Source: an optimization exercise on an open RTL-to-GDS flow (aim: small area, a short achievable clock period and few clock cycles per item). Production flows keep margins and buffers that such runs may drop.
In this exercise RTL edits were held to simulation tests only and were not proved equivalent to the original.

// mdu
module mdu (
   input  logic        clk,
   input  logic        rst_n,
   input  logic        start,
   input  logic [3:0]  opMDU,
   input  logic [31:0] SrcA,
   input  logic [31:0] SrcB,
   output logic        busy,
   output logic        stall_req,
   output logic [31:0] HI,
   output logic [31:0] LO
);
Size in the first run: about 4700 cells after synthesis, about 180 flip-flops, roughly 35000 um2 of cells after synthesis.
export LEC_CHECK = 0
export ABC_AREA = 1
export CAP_MARGIN = 20
export CORE_MARGIN = 2
export CORE_UTILIZATION = 60
export SLEW_MARGIN = 20
create_clock -name core_clock -period 105.0 [get_ports {clk}]
standard.sh (not shown) runs the stock make flow with config.mk's settings and CLKGATE_MAP_FILE= SYNTH_SCRIPT=/design/flow/synth_recipe.tcl, a recipe that flattens the netlist after the stock synthesis.
==> flow/flow/run.sh <==
#!/bin/bash
# The standard layout (standard.sh: ORFS synthesis to finish) with two
# changes: the port buffers are sky130_fd_sc_hd__buf_1 instead of the default
# delay-buffer cell (every input and output port still gets its own buffer),
# and timing repair aims at a 63 ns setup slack margin, so that it works on
# the one path (start/opMDU to stall_req) that sets the achieved period.
set -euo pipefail
bash standard.sh 'BUFFER_PORTS_ARGS=-buffer_cell sky130_fd_sc_hd__buf_1' 'SETUP_SLACK_MARGIN=63' finish > standard_flow.log 2>&1
The baseline passed the timing, DRC and antenna checks.
Testbench counts at the start, summed over its fixed seeds: cycles 21,684, items 12,000.
Then changed:
==> flow/flow/run.sh (replaced) <==
#!/bin/bash
# The standard layout (standard.sh: ORFS synthesis to finish), except that the
# port buffers are sky130_fd_sc_hd__buf_1 instead of the default delay-buffer
# cell: every input and output port still gets its own buffer.
set -euo pipefail
bash standard.sh 'BUFFER_PORTS_ARGS=-buffer_cell sky130_fd_sc_hd__buf_1' finish > standard_flow.log 2>&1
- CORE_UTILIZATION: 60 -> 40
Result: The changed run finished with timing, DRC and antenna clean. Sequential share of layout area shrinks by 0.12 points. Count of clock-buffer cells in the layout is unchanged. Setup slack gets worse by 0.39 ns. Wire length went up by 3.2%. Critical path depth is unchanged. Maximum frequency is lower by about 0.9%. Synthesized area is unchanged. Final area increases by about 1%. Non-clock buffer count came out higher by 2. Synthesized cell count does not change.
Then changed:
- CAP_MARGIN: 20 -> 0
- SLEW_MARGIN: 20 -> 0
=> Worst setup slack improved by 0.0038 ns. Count of clock-buffer cells in the layout stays the same. Die area does not change. Final cell count is about the same. Core utilization stays flat. Via count hardly moves. Area after synthesis does not change. Clock skew is about the same.
Then changed:
- CAP_MARGIN: 0 -> 20
- CORE_UTILIZATION: 40 -> 60
- SLEW_MARGIN: 0 -> 20
After rerunning: Die area went down by 33%. Via count is higher by 2.0%. Synthesized cell count stays the same. Clock skew rises by 0.010 ns. Cell count falls by 6.8%.

mdu again, from the RTL that the note above started with.
Settings: LEC_CHECK=0, ABC_AREA=1, CAP_MARGIN=20, CORE_MARGIN=2, CORE_UTILIZATION=75, SLEW_MARGIN=20; clock period 105.0 ns.
==> flow/flow/run.sh <==
#!/bin/bash
# The standard layout (standard.sh: ORFS synthesis to finish) with two
# changes: the port buffers are sky130_fd_sc_hd__buf_1 instead of the default
# delay-buffer cell (every input and output port still gets its own buffer),
# and timing repair aims at a 63 ns setup slack margin, so that it works on
# the one path (start/opMDU to stall_req) that sets the achieved period.
set -euo pipefail
bash standard.sh 'BUFFER_PORTS_ARGS=-buffer_cell sky130_fd_sc_hd__buf_1' 'SETUP_SLACK_MARGIN=63' finish > standard_flow.log 2>&1
Testbench counts at the start, summed over its fixed seeds: cycles 21,684, items 12,000.
Change:
==> flow/flow/run.sh (replaced) <==
#!/bin/bash
# The standard layout (standard.sh: ORFS synthesis to finish) with two
# changes: the port buffers are sky130_fd_sc_hd__buf_1 instead of the default
# delay-buffer cell (every input and output port still gets its own buffer),
# and global placement is not timing driven; the buffers that synthesis (ABC)
# left in the netlist are removed after the floorplan instead, as the
# timing-driven placement step would do.
set -euo pipefail
bash standard.sh floorplan > standard_floorplan.log 2>&1
R=orfs/results/sky130hd/mdu/base
cat > remove_buffers.tcl <<EOT
read_db $R/2_floorplan.odb
read_liberty $FLOW_HOME/platforms/sky130hd/lib/sky130_fd_sc_hd__tt_025C_1v80.lib
remove_buffers
write_db $R/2_floorplan.odb
EOT
openroad -no_init -exit remove_buffers.tcl > remove_buffers.log 2>&1
bash standard.sh 'BUFFER_PORTS_ARGS=-buffer_cell sky130_fd_sc_hd__buf_1' 'GPL_TIMING_DRIVEN=0' finish > standard_flow.log 2>&1
Settings changed: CORE_UTILIZATION 75 to 40.
Global-route usage went down by 28 points.
Via count went down by 7.8%.
Core utilization went down by 35 points.
Worst hold slack hardly moves.
Setup slack degrades by 420 ps.
Die area went up by 86%.
Critical path depth went down by 2.
Synthesized area does not change.

re-timing with driven ports:
The results above use ideal ports. As a check the final layouts listed here were re-extracted and re-timed, cells and wires unchanged.
Step 1 assumes that a clkbuf_16 drives the clock port and a buf_2 every other input.
Step 2 times the ports against the registers' clock, not the clock port: input delays grow and output delays shrink by t, the midpoint of the rising clock arrivals with the driver on.
Three values: ideal, step 1, step 2; two values: the first two.
run	t (ns)	setup slack, ns	cell pins on the clock port's net
the first run of note 1	0.579	62.340 / 62.291 / 62.291	1
the second run of note 1	0.584	61.951 / 61.928 / 61.928	1
the third run of note 1	0.587	61.955 / 61.932 / 61.932	1
the fourth run of note 1	0.573	61.952 / 61.929 / 61.929	1
the first run of note 2	0.573	62.317 / 62.233 / 62.233	1
the second run of note 2	0.584	61.895 / 61.867 / 61.867	1
After both steps setup and hold are still met in every run listed. For the first run of note 2, which loses most, drivers alone change the setup slack by -0.084 ns; drivers and shift together by -0.084 ns.
